Background: an optimization exercise with open tools, aiming at small area, a short achievable clock period and few clock cycles per item. Do not read the settings as production practice.
In this exercise RTL edits were held to simulation tests only and were not proved equivalent to the original.

$ cat design/flow/config.mk
export PLATFORM = sky130hd
export DESIGN_NAME = fft8_engine
export DESIGN_NICKNAME = fft8_engine
export VERILOG_FILES = /design/flow/design.v
export SDC_FILE = /design/flow/constraint.sdc
export NUM_CORES = 4
export LEC_CHECK = 0
export CAP_MARGIN = 20
export CORE_MARGIN = 2
export CORE_UTILIZATION = 40
export SLEW_MARGIN = 20
$ cat design/flow/constraint.sdc
create_clock -name core_clock -period 12.0 [get_ports {clk}]
set_input_delay 2.4000 -clock core_clock [delete_from_list [all_inputs] [get_ports {clk}]]
set_output_delay 2.4000 -clock core_clock [all_outputs]
set_load 0.01 [all_outputs]
$ cat design/flow/design.v
module fft8_engine (
  input  logic        clk,
  input  logic        rst,
  input  logic        cmd_valid,
  input  logic [1:0]  cmd_op,
  input  logic [3:0]  cmd_sel,
  input  logic [31:0] cmd_data,
  output logic        cmd_ready,
  output logic        busy,
  output logic        done,
  output logic [31:0] result,
  output logic        result_valid
);
  localparam logic [1:0] OP_LOAD   = 2'd0;
  localparam logic [1:0] OP_EXPORT = 2'd2;
  localparam logic [1:0] TW_0 = 2'd0;    
  localparam logic [1:0] TW_2 = 2'd1;    
  localparam logic [1:0] TW_1 = 2'd2;    
  localparam logic [1:0] TW_3 = 2'd3;    
  localparam int SB  = 0;    
  localparam int SX  = 1;    
  localparam int ST0 = 2;
  localparam int ST1 = 3;
  localparam int SLD = 4;
  logic [15:0] xr [8];
  logic [15:0] xi [8];
  logic        r_ready;
  logic        r_busy;
  logic        r_done;
  logic        r_rv;
  logic [15:0] r_result;
  logic [3:0]  r_nst;
  logic        r_lbv;
  logic [2:0]  r_lbi;
  logic [31:0] r_lbd;
  logic [7:0]  q_v;
  logic        q_ex [8];
  logic [3:0]  q_f  [8];
  logic        r_act;
  logic [1:0]  r_st;
  logic [2:0]  r_k;
  logic        r_inv;
  logic        r_fast;
  logic        r_tv;        
  logic [7:0]  r_fin;       
  logic        c_ldx;       
  logic [7:0]  c_sa, c_sb, c_we;
  logic [4:0]  c_pr, c_pi;
  logic        c_sr, c_si, c_nr, c_ni;
  logic [16:0] r_u;
  logic [16:0] r_t0, r_t1;
  logic        r_z0, r_z1;
  function automatic logic par3(input logic [2:0] k);
    par3 = ^k;
  endfunction
  function automatic logic [2:0] lastk(input logic [1:0] s, input logic f);
    lastk = (s == 2'd3 && !f) ? 3'd5 : 3'd3;
  endfunction
  function automatic logic [8:0] bfly(input logic [1:0] s, input logic f, input logic [2:0] k);
    logic [2:0] t, b;
    logic [1:0] w;
    logic       en;
    t = 3'd0; b = 3'd0; w = TW_0; en = 1'b1;
    case (s)
      2'd1: begin t = {k[1:0], 1'b0}; b = {k[1:0], 1'b1}; end
      2'd2: case (k[1:0])
              2'd0: begin t = 3'd5; b = 3'd7; w = TW_2; end
              2'd1: begin t = 3'd0; b = 3'd2; end
              2'd2: begin t = 3'd1; b = 3'd3; w = TW_2; end
              default: begin t = 3'd4; b = 3'd6; end
            endcase
      default:
        if (f) case (k[1:0])
              2'd0: begin t = 3'd0; b = 3'd4; end
              2'd1: begin t = 3'd1; b = 3'd5; w = TW_1; end
              2'd2: begin t = 3'd2; b = 3'd6; w = TW_2; end
              default: begin t = 3'd3; b = 3'd7; w = TW_3; end
            endcase
        else case (k)
              3'd0: begin t = 3'd0; b = 3'd4; end
              3'd1: begin t = 3'd2; b = 3'd6; w = TW_2; end
              3'd3: begin t = 3'd1; b = 3'd5; w = TW_1; end
              3'd5: begin t = 3'd3; b = 3'd7; w = TW_3; end
              default: en = 1'b0;
            endcase
    endcase
    bfly = {en, w, b, t};
  endfunction
  function automatic logic [2:0] wstep(input logic [1:0] s, input logic f, input logic [2:0] j);
    case (s)
      2'd1: wstep = {1'b0, j[2:1]};
      2'd2: case (j)
              3'd5, 3'd7: wstep = 3'd0;
              3'd0, 3'd2: wstep = 3'd1;
              3'd1, 3'd3: wstep = 3'd2;
              default:    wstep = 3'd3;
            endcase
      default:
        if (f) wstep = {1'b0, j[1:0]};
        else case (j[1:0])
              2'd0:    wstep = 3'd0;
              2'd2:    wstep = 3'd1;
              2'd1:    wstep = 3'd3;
              default: wstep = 3'd5;
            endcase
    endcase
  endfunction
  function automatic logic [3:0] mctl(input logic [1:0] s, input logic f, input logic [2:0] k);
    mctl = 4'b0000;
    case (s)
      2'd2: case (k)
              3'd1: mctl = 4'b0000;         
              3'd2: mctl = 4'b0101;         
              3'd3: mctl = 4'b1000;         
              default: ;
            endcase
      2'd3:
        if (f) case (k)
              3'd0: mctl = 4'b0010;         
              3'd1: mctl = 4'b0111;         
              3'd2: mctl = 4'b1000;         
              default: ;
            endcase
        else case (k)
              3'd0: mctl = 4'b0000;         
              3'd1: mctl = 4'b0101;         
              3'd2: mctl = 4'b1010;         
              3'd3: mctl = 4'b0111;         
              3'd4: mctl = 4'b1000;         
              default: ;
            endcase
      default: ;
    endcase
  endfunction
  logic       h_v, h_ex;
  logic [3:0] h_f;
  assign h_v  = q_v[0];
  assign h_ex = q_ex[0];
  assign h_f  = q_f[0];
  logic last, free;
  assign last = r_act & (r_k == lastk(r_st, r_fast));
  assign free = !r_act | last;
  logic xq, nq, sq, pop;
  assign xq  = h_v & h_ex & r_fin[h_f[2:0]];
  assign nq  = h_v & !h_ex & (h_f[1:0] == 2'd0) & !r_act;
  assign sq  = h_v & !h_ex & (h_f[1:0] != 2'd0) & free;
  assign pop = xq | nq | sq;
  logic       act_s, inv_s, fast_s, tv_n;
  logic [1:0] st_s;
  logic [2:0] k_s;
  assign tv_n   = (r_act & (r_st == 2'd2) & last) | (r_tv & !we[5]);
  assign act_s  = sq | (r_act & !last);
  assign st_s   = sq ? h_f[1:0] : r_st;
  assign k_s    = sq ? 3'd0 : r_k + 3'd1;
  assign inv_s  = sq ? h_f[3] : r_inv;
  assign fast_s = sq ? tv_n : r_fast;
  logic [8:0] qv9;       
  logic [8:0] qvm;       
  assign qv9 = {1'b0, q_v};
  assign qvm = {q_v, 1'b1};
  logic [7:0] blk, blk_p, blk_s;
  always_comb begin
    blk_s = {8{act_s}};
    blk_p = {8{act_s}};
    if (q_v[0] && !q_ex[0]) blk_s = 8'hff;
    if (q_v[1] && !q_ex[1]) blk_p = 8'hff;
    for (int i = 1; i < 8; i++) begin
      if (q_v[i]) begin
        if (!q_ex[i]) blk_s = 8'hff;
        else blk_s[q_f[i][2:0]] = 1'b1;
      end
      if (i < 7 && qv9[i + 1]) begin
        if (!q_ex[i + 1]) blk_p = 8'hff;
        else blk_p[q_f[i + 1][2:0]] = 1'b1;
      end
    end
    blk = pop ? blk_p : blk_s;
  end
  logic       acc, acc_ld, acc_st, byp, push;
  logic [1:0] in_code;
  logic [2:0] in_idx;
  assign acc     = cmd_valid & r_ready;
  assign acc_ld  = acc & (cmd_op == OP_LOAD);
  assign acc_st  = acc & cmd_op[0];
  assign in_code = (cmd_sel[3:2] == 2'b00) ? cmd_sel[1:0] : 2'b00;
  assign in_idx  = {cmd_sel[0], cmd_sel[1], cmd_sel[2]};
  assign byp     = acc_st & !q_v[0] & free & (in_code != 2'd0);
  assign push    = acc & (cmd_op != OP_LOAD) & !byp;
  logic       ldx;       
  logic       lbv_n, ldx_n;
  logic [2:0] lbi_n;
  assign ldx   = c_ldx;
  assign lbv_n = acc_ld | (r_lbv & !ldx);
  assign lbi_n = acc_ld ? in_idx : r_lbi;
  assign ldx_n = lbv_n & !blk[lbi_n];
  logic space_n;
  assign space_n = pop ? !(push & q_v[7]) : !(q_v[7] | (push & q_v[6]));
  logic       act_n;
  logic [1:0] st_n;
  logic [2:0] k_n;
  logic       inv_n, fast_n;
  assign act_n  = act_s | byp;
  assign st_n   = byp ? in_code : st_s;
  assign k_n    = byp ? 3'd0 : k_s;
  assign inv_n  = byp ? cmd_op[1] : inv_s;
  assign fast_n = byp ? tv_n : fast_s;
  function automatic logic [37:0] bctl(input logic [1:0] s, input logic f, input logic [2:0] k,
                                       input logic inv);
    logic [8:0] bf;
    logic [2:0] t, b;
    logic [7:0] sa, sb, we;
    logic [4:0] pr, pi;
    logic       sr, si, nr, ni;
    bf = bfly(s, f, k);
    t  = bf[2:0];
    b  = bf[5:3];
    sa = 8'd0; sb = 8'd0; we = 8'd0; pr = 5'd0; pi = 5'd0;
    sr = 1'b0; si = 1'b0; nr = 1'b0; ni = 1'b0;
    if (bf[8]) begin
      sa[t] = 1'b1;
      sb[b] = 1'b1;
      we[t] = 1'b1;
      we[b] = 1'b1;
      case (bf[7:6])
        TW_0: begin pr[SB] = 1'b1; pi[SB] = 1'b1; end
        TW_2: begin pr[SX] = 1'b1; pi[SX] = 1'b1; sr = inv; si = !inv; end
        TW_1: begin
          if (inv) begin pr[ST1] = 1'b1; pi[ST0] = 1'b1; nr = 1'b1; end
          else     begin pr[ST0] = 1'b1; pi[ST1] = 1'b1; end
        end
        default: begin
          if (inv) begin pr[ST0] = 1'b1; pi[ST1] = 1'b1; nr = 1'b1; end
          else     begin pr[ST1] = 1'b1; pi[ST0] = 1'b1; end
          ni = 1'b1;
        end
      endcase
      sr = sr ^ nr ^ par3(t);
      si = si ^ ni ^ par3(t);
    end
    bctl = {sr, si, nr, ni, pi, pr, we, sb, sa};
  endfunction
  logic [37:0] ctl_n;
  assign ctl_n = byp   ? bctl(in_code, tv_n, 3'd0, cmd_op[1]) :
                 act_s ? bctl(st_s, fast_s, k_s, inv_s) : 38'd0;
  logic [7:0] fin_n;
  always_comb begin
    for (int j = 0; j < 8; j++)
      fin_n[j] = !byp && (!act_s || (wstep(st_s, fast_s, 3'(j)) < k_s));
  end
  logic [15:0] ar, ai, br, bi;
  always_comb begin
    ar = 16'd0; ai = 16'd0; br = 16'd0; bi = 16'd0;
    for (int j = 0; j < 8; j++) begin
      ar = ar | (xr[j] & {16{c_sa[j]}});
      ai = ai | (xi[j] & {16{c_sa[j]}});
      br = br | (xr[j] & {16{c_sb[j]}});
      bi = bi | (xi[j] & {16{c_sb[j]}});
    end
  end
  logic [16:0] pr, pi;
  assign pr = ({br[15], br} & {17{c_pr[SB]}}) | ({bi[15], bi} & {17{c_pr[SX]}}) |
              (r_t0 & {17{c_pr[ST0]}}) | (r_t1 & {17{c_pr[ST1]}}) |
              ({r_lbd[31:16], 1'b0} & {17{c_ldx}});
  assign pi = ({bi[15], bi} & {17{c_pi[SB]}}) | ({br[15], br} & {17{c_pi[SX]}}) |
              (r_t0 & {17{c_pi[ST0]}}) | (r_t1 & {17{c_pi[ST1]}}) |
              ({r_lbd[15:0], 1'b0} & {17{c_ldx}});
  logic csr, csi;
  assign csr = c_nr & ((c_pr[ST0] & r_z0) | (c_pr[ST1] & r_z1));
  assign csi = c_ni & ((c_pi[ST0] & r_z0) | (c_pi[ST1] & r_z1));
  logic [17:0] s_r, d_r, s_i, d_i;
  assign s_r = {ar[15], ar, 1'b1} + {pr, csr};
  assign d_r = {ar[15], ar, 1'b1} + {~pr, !csr};
  assign s_i = {ai[15], ai, 1'b1} + {pi, csi};
  assign d_i = {ai[15], ai, 1'b1} + {~pi, !csi};
  logic [15:0] er, ei, or_, oi;
  logic xsr, xsi;
  assign xsr = c_ldx ? par3(r_lbi) : c_sr;
  assign xsi = c_ldx ? par3(r_lbi) : c_si;
  assign er  = xsr ? d_r[17:2] : s_r[17:2];
  assign or_ = xsr ? s_r[17:2] : d_r[17:2];
  assign ei  = xsi ? d_i[17:2] : s_i[17:2];
  assign oi  = xsi ? s_i[17:2] : d_i[17:2];
  logic [7:0] we;
  always_comb begin
    for (int j = 0; j < 8; j++) we[j] = c_we[j] | (c_ldx && r_lbi == 3'(j));
  end
  always_ff @(posedge clk) begin
    for (int j = 0; j < 8; j++) begin
      if (we[j]) begin
        xr[j] <= par3(3'(j)) ? or_ : er;
        xi[j] <= par3(3'(j)) ? oi  : ei;
      end
    end
  end
  logic [3:0]  mc;
  logic [15:0] mr, mi;
  assign mc = r_act ? mctl(r_st, r_fast, r_k) : 4'b0000;
  assign mr = mc[1] ? xr[7] : xr[5];
  assign mi = mc[1] ? xi[7] : xi[5];
  localparam logic [30:0] MOFF = 31'(-((64'd1 << 29) + (64'd1 << 27) + (64'd1 << 26) +
                                       (64'd1 << 24) + (64'd1 << 22) + (64'd1 << 16)));
  function automatic logic [61:0] csa(input logic [30:0] x, input logic [30:0] y,
                                      input logic [30:0] z);
    csa = {((x & y) | (x & z) | (y & z)) << 1, x ^ y ^ z};
  endfunction
  logic [16:0] up;
  logic [30:0] m0, m1, m2, m3, m4, m5, mp;
  logic [61:0] l1a, l1b, l2a, l2b, l3;
  assign up  = {~r_u[16], r_u[15:0]};
  assign m0  = {14'd0, up} << 13;
  assign m1  = {14'd0, up} << 11;
  assign m2  = {14'd0, up} << 10;
  assign m3  = {14'd0, up} << 8;
  assign m4  = {14'd0, up} << 6;
  assign m5  = {14'd0, up};
  assign l1a = csa(m0, m1, m2);
  assign l1b = csa(m3, m4, m5);
  assign l2a = csa(l1a[30:0], l1a[61:31], l1b[30:0]);
  assign l2b = csa(l2a[30:0], l2a[61:31], l1b[61:31]);
  assign l3  = csa(l2b[30:0], l2b[61:31], MOFF);
  assign mp  = l3[30:0] + l3[61:31];
  always_ff @(posedge clk) begin
    r_u <= {mi[15], mi} + ({mr[15], mr} ^ {17{mc[0]}}) + {16'd0, mc[0]};
    if (mc[2]) begin
      r_t0 <= mp[30:14];
      r_z0 <= |mp[13:0];
    end
    if (mc[3]) begin
      r_t1 <= mp[30:14];
      r_z1 <= |mp[13:0];
    end
  end
  always_ff @(posedge clk) begin
    for (int i = 0; i < 8; i++) begin
      if (pop) begin
        if (push && q_v[i] && !qv9[i + 1]) begin
          q_ex[i] <= (cmd_op == OP_EXPORT);
          q_f[i]  <= (cmd_op == OP_EXPORT) ? cmd_sel : {cmd_op[1], 1'b0, in_code};
        end else if (i < 7) begin
          q_ex[i] <= q_ex[i + 1];
          q_f[i]  <= q_f[i + 1];
        end
      end else if (push && !q_v[i] && qvm[i]) begin
        q_ex[i] <= (cmd_op == OP_EXPORT);
        q_f[i]  <= (cmd_op == OP_EXPORT) ? cmd_sel : {cmd_op[1], 1'b0, in_code};
      end
    end
    if (acc_ld) begin
      r_lbi <= {cmd_sel[0], cmd_sel[1], cmd_sel[2]};
      r_lbd <= cmd_data;
    end
    r_st     <= st_n;
    r_k      <= k_n;
    r_inv    <= inv_n;
    r_fast   <= fast_n;
    r_result <= h_f[3] ? xi[h_f[2:0]] : xr[h_f[2:0]];
  end
  always_ff @(posedge clk or posedge rst) begin
    if (rst) begin
      r_ready <= 1'b1;
      r_busy  <= 1'b0;
      r_done  <= 1'b0;
      r_rv    <= 1'b0;
      r_nst   <= 4'd0;
      r_lbv   <= 1'b0;
      q_v     <= 8'd0;
      r_act   <= 1'b0;
      r_tv    <= 1'b0;
      r_fin   <= 8'hff;
      c_ldx   <= 1'b0;
      c_sa    <= 8'd0;
      c_sb    <= 8'd0;
      c_we    <= 8'hff;
      c_pr    <= 5'd0;
      c_pi    <= 5'd0;
      c_sr    <= 1'b0;
      c_si    <= 1'b0;
      c_nr    <= 1'b0;
      c_ni    <= 1'b0;
    end else begin
      r_lbv   <= lbv_n;
      for (int i = 0; i < 8; i++)
        q_v[i] <= pop ? (qv9[i + 1] | (push & q_v[i])) : (q_v[i] | (push & qvm[i]));
      r_act   <= act_n;
      r_tv    <= tv_n;
      r_fin   <= fin_n;
      c_ldx   <= ldx_n;
      r_rv    <= xq;
      r_done  <= last | nq;
      r_nst   <= r_nst + {3'd0, acc_st} - {3'd0, r_done};
      r_busy  <= acc_st | (r_nst > 4'd1) | (r_nst == 4'd1 && !r_done);
      r_ready <= space_n & !(lbv_n & !ldx_n);
      {c_sr, c_si, c_nr, c_ni, c_pi, c_pr, c_we, c_sb, c_sa} <= ctl_n;
    end
  end
  assign cmd_ready    = r_ready;
  assign busy         = r_busy;
  assign done         = r_done;
  assign result       = {{16{r_result[15]}}, r_result};
  assign result_valid = r_rv;
endmodule
$ cat design/flow/run.sh
#!/bin/bash
# synth_recipe.tcl (not shown) runs the flow's synth.tcl, then flattens the netlist and writes it again
# the make line also repeats each setting of config.mk as NAME=value (left out here)
make -C /OpenROAD-flow-scripts/flow DESIGN_CONFIG=/design/flow/config.mk WORK_HOME=/design/flow/orfs CLKGATE_MAP_FILE= SYNTH_SCRIPT=/design/flow/synth_recipe.tcl finish
==> notes.md <==
-- final cells by class --
| cell class | instances | share of cell area (%) |
|---|---|---|
| clock inverters | 31 | 0.8433 |
| inverters | 242 | 2.673 |
| diodes | 2 | 0.01473 |
| flip-flops and latches | 467 | 39.18 |
| repair buffers | 131 | 3.454 |
| well taps | 978 | 3.601 |
| clock buffers | 65 | 4.150 |
| multi-input cells | 1997 | 46.08 |
-- synthesized netlist by cell type, types with 11 or more instances --
master / instances
dfrtp_1: 43
o21a_1: 15
a211oi_1: 12
nor2_1: 125
fa_1: 53
a21o_1: 30
o22ai_1: 20
and2_1: 11
nor3_1: 23
o211ai_1: 13
nand2_1: 226
buf_1: 16
mux2_2: 70
a31oi_1: 29
ha_1: 215
a21oi_1: 124
o21ai_0: 119
mux4_2: 26
clkbuf_1: 132
a222oi_1: 40
mux2i_1: 66
buf_4: 17
inv_1: 240
o21bai_1: 13
edfxtp_1: 364
a31o_2: 11
xnor2_1: 106
xor2_1: 20
nand2b_1: 31
o31ai_1: 17
a22oi_1: 276
nor2b_1: 14
dfxtp_1: 43
nand4_1: 74
nand3_1: 62
dfstp_2: 17
-- flip-flops by register name, indices dropped and copies added (netlist names), 4 cells and up --
name / cells
xi: 128
xr: 128
q_f: 32
r_lbd: 32
r_t0: 17
r_t1: 17
r_u: 17
r_result: 16
c_sa: 8
c_sb: 8
c_we: 8
q_ex: 8
q_v: 8
r_fin: 8
r_nst: 4
-- metrics by stage --
stage	cell area (µm²)	util (%)	hold WS [ns]	std cells
CTS	33970	44.88	0.5282	3911
global route	33970	44.88	0.5553	3911
finish	33980	44.89	0.5291	3913
floorplan	30530	-	0.4627	2877
detailed placement	32280	42.64	0.5106	3815
global placement	32280	42.64	0.5024	3815
-- tightest hold or removal path, cell delays in order, from the launching register on --
cell and delay [ns]:
dfrtp_1 0.32, a21oi_1 0.09, inv_1 0.08
-- routing by layer --
metal | share of wire (%) | global-route usage, %
met1 | 40 | 37.04
met4 | 5.2 | 12.38
met5 | 0.0074 | 0
met3 | 12 | 6.179
met2 | 43 | 41.01
-- worst min path at each step --
stage                     slack [ns]  endpoint  cells after the start  startpoint
final                           0.53     r_lbv                      2       r_lbv
after global placement          0.50     r_lbv                      2       r_lbv
after floorplan                 0.46     r_lbv                      2       r_lbv
after global routing            0.56     r_lbv                      2       r_lbv
after CTS                       0.53      r_tv                      2        r_tv
after detailed placement        0.51      r_tv                      2        r_tv
-- kinds of logic after synthesis --
family,after synthesis
flops,467
simple gates,623
buf+inv,413
xor+xnor,126
compound gates,818
fa+ha+maj,268
mux,162
-- placed cells by master (no fill, tap or decap), types with 13 or more instances in the layout --
cell type,n
dfstp_2,17
nand2b_1,31
mux2_2,70
nor2b_1,14
nor2_1,125
mux2i_1,66
nand3_1,62
o21bai_1,13
clkdlybuf4s50_1,76
fa_1,53
o21ai_0,119
buf_4,55
a22oi_1,276
edfxtp_1,364
o211ai_1,13
a222oi_1,40
nor3_1,23
a21oi_1,124
nand4_1,74
nand2_1,224
ha_1,215
a21o_1,26
xor2_1,20
inv_1,238
o22ai_1,20
dfxtp_1,43
o31ai_1,17
xnor2_1,106
mux4_2,26
o21a_1,15
clkbuf_16,52
dfrtp_1,43
a31oi_1,29
==> impl_metrics.yaml <==
logic_synthesis:
  synth_enable_flop_cells: 364
  synth_cell_type_count: 81
  synthAdderAreaFrac_pct: 12.29
  syn_nets: 3186
  netlist_top_cells_area: "edfxtp_1 36%, ha_1 8.8%, a22oi_1 6.8%"
  yosys_warnings: 5
  syn_inst: 2877
  synth_area_per_cell_um2: 10.61
  synth_top_area_share_pct: 35.80
  synth_area_mm2: 0.03053
  synth_mux_area_share_pct: 6.664
  ys_seq_area_share_pct: 43.61
  async_flop_share_pct: 12.85
  synth-main-ff-cell: "edfxtp_1"
  yosysTopAreaCell: "edfxtp_1"
  synth_top_family_by_area: "compound AO/OA/AOI/OAI gates"
  yosys_register_bits: 467
  synth_compound_area_share_pct: 18.76
  synth_xor_area_share_pct: 3.615
  synth-simple-area-share_pct: 9.750
cts:
  ctsHoldBuffers: 0
  cts_resized: 0
  cts_tree: "yes"
  cts_sinks: 467
  ctsHtreeMaxLevel: 2
  post_cts_buffers: 0
  cts_made_buffers: 52
  cts_root_buf: "clkbuf_16"
  clk_pin_slew_ns: 0.06
  insertion_delay_ns: 0.62
  clk_path_buf_depth: 3
run_status:
  status: "timing/DRC/antenna clean"
setup_path:
  cp-end-kind: "flop"
  path_delay_family: "compound AO/OA/AOI/OAI gates"
  worstReg2RegStart: "c_ldx"
  cpMaxStageDelayCell: "a222oi_1"
  worstReg2RegEnd: "xi[2][15]"
  crit_path_start: "c_ldx"
  critPathKind: "reg -> reg"
  r2r_cells: 12
  slowest_delay_ns: 1.00
  reg2reg_slack_ns: 6.26
  critPathRequiredTime_ns: 12.39
  critical_path_buf_inv_count: 0
  cp_data_arrival_time_ns: 6.13
  critPathLaunchType: "flop"
  crit_fanout: 17
  path_cells: "a222oi_1, nand3_1, ha_1, or3_1, a31o_2, a31oi_1, o21ai_0, o31ai_1, o2111a_1, o21bai_1, a22oi_1, xnor2_1"
  crit_path_end: "xi[2][15]"
  path_depth: 12
sta:
  worst_pin_slew_ns: 1.189
  maxSlewViolCount: 0
  hold_viol: 0
  fin_ws_ns: 6.259
  rsz0062_at_grt: "false"
  slew_headroom_pct: 19.89
  fin_setup_tns_ns: 0
  fmax_mhz: 174.2
  finalCriticalPeriod_ns: 5.741
  skew_ns: 0.03467
  setup_viol: 0
  period_share_pct: 47.84
grt:
  grt_pass1_vias: 24700
  gr-total-overflow: 0
  track_usage_pct: 27.14
  antenna_found_initial: 6
  grt_pass1_wl_um: 159100
  grt_max_degree: 61
detailed_routing:
  wirelength_um: 108400
  vias_per_cell: 6.476
  drc: 0
  detail-route-antenna-nets: 0
  wl_per_cell_um: 27.70
  vias: 25340
  first_pass_iters: 11
  drtIter0Drc: 4056
finish:
  seqCellArea_mm2: 0.01331
  drive_above_1_share_pct: 9.785
  multiInputGateArea_mm2: 0.01566
  nNetsFinal: 3200
  nFillCells: 6870
  area_delta_synth_final_pct: 11.30
placed_design:
  gp_congestion: 0.9502
  dp_slack_ns: 5.839
  dp_hpwl_um: 71720
  io_buffers: 76
floorplanning:
  placementRows: 101
  start_util_pct: 40.33
  coreArea_mm2: 0.07570
  num_io_pins: 77
  dieArea_mm2: 0.07855
  fp.dieW_um: 280.3
  fp.dieH_um: 280.3
flow_run:
  drv_cap: 0
hold_path:
  hold_class: "reg -> reg"
Testbench counts, summed over its fixed seeds: cycles 8,704, items 320.

## separate check: timing with driven ports
How much do the figures lean on ideal ports? The routed layout below was timed once more, with nothing changed but the port constraints. Step 1 (the two cells are an assumption about what drives the block):
set clk [get_ports {clk}]
set_driving_cell -lib_cell sky130_fd_sc_hd__clkbuf_16 $clk
set_driving_cell -lib_cell sky130_fd_sc_hd__buf_2 [delete_from_list [all_inputs] $clk]
Step 2 also shifts input and output timing later by t, the mid clock arrival at the registers, as if the neighbouring blocks saw the same clock. Three values: ideal ports, drivers, drivers and shift; two values: the first two.
shift t [ns]: 0.669
setup WS [ns]: 6.259 / 6.259 / 5.818
worst setup path at the end: input to register
clock arrival spread, ns: 0.035 / 0.035
cell pins on the clock port's net: 1
After both steps setup and hold are still met in this run. The setup slack of this run moves by 0.000 ns with the drivers and by -0.441 ns with both steps.
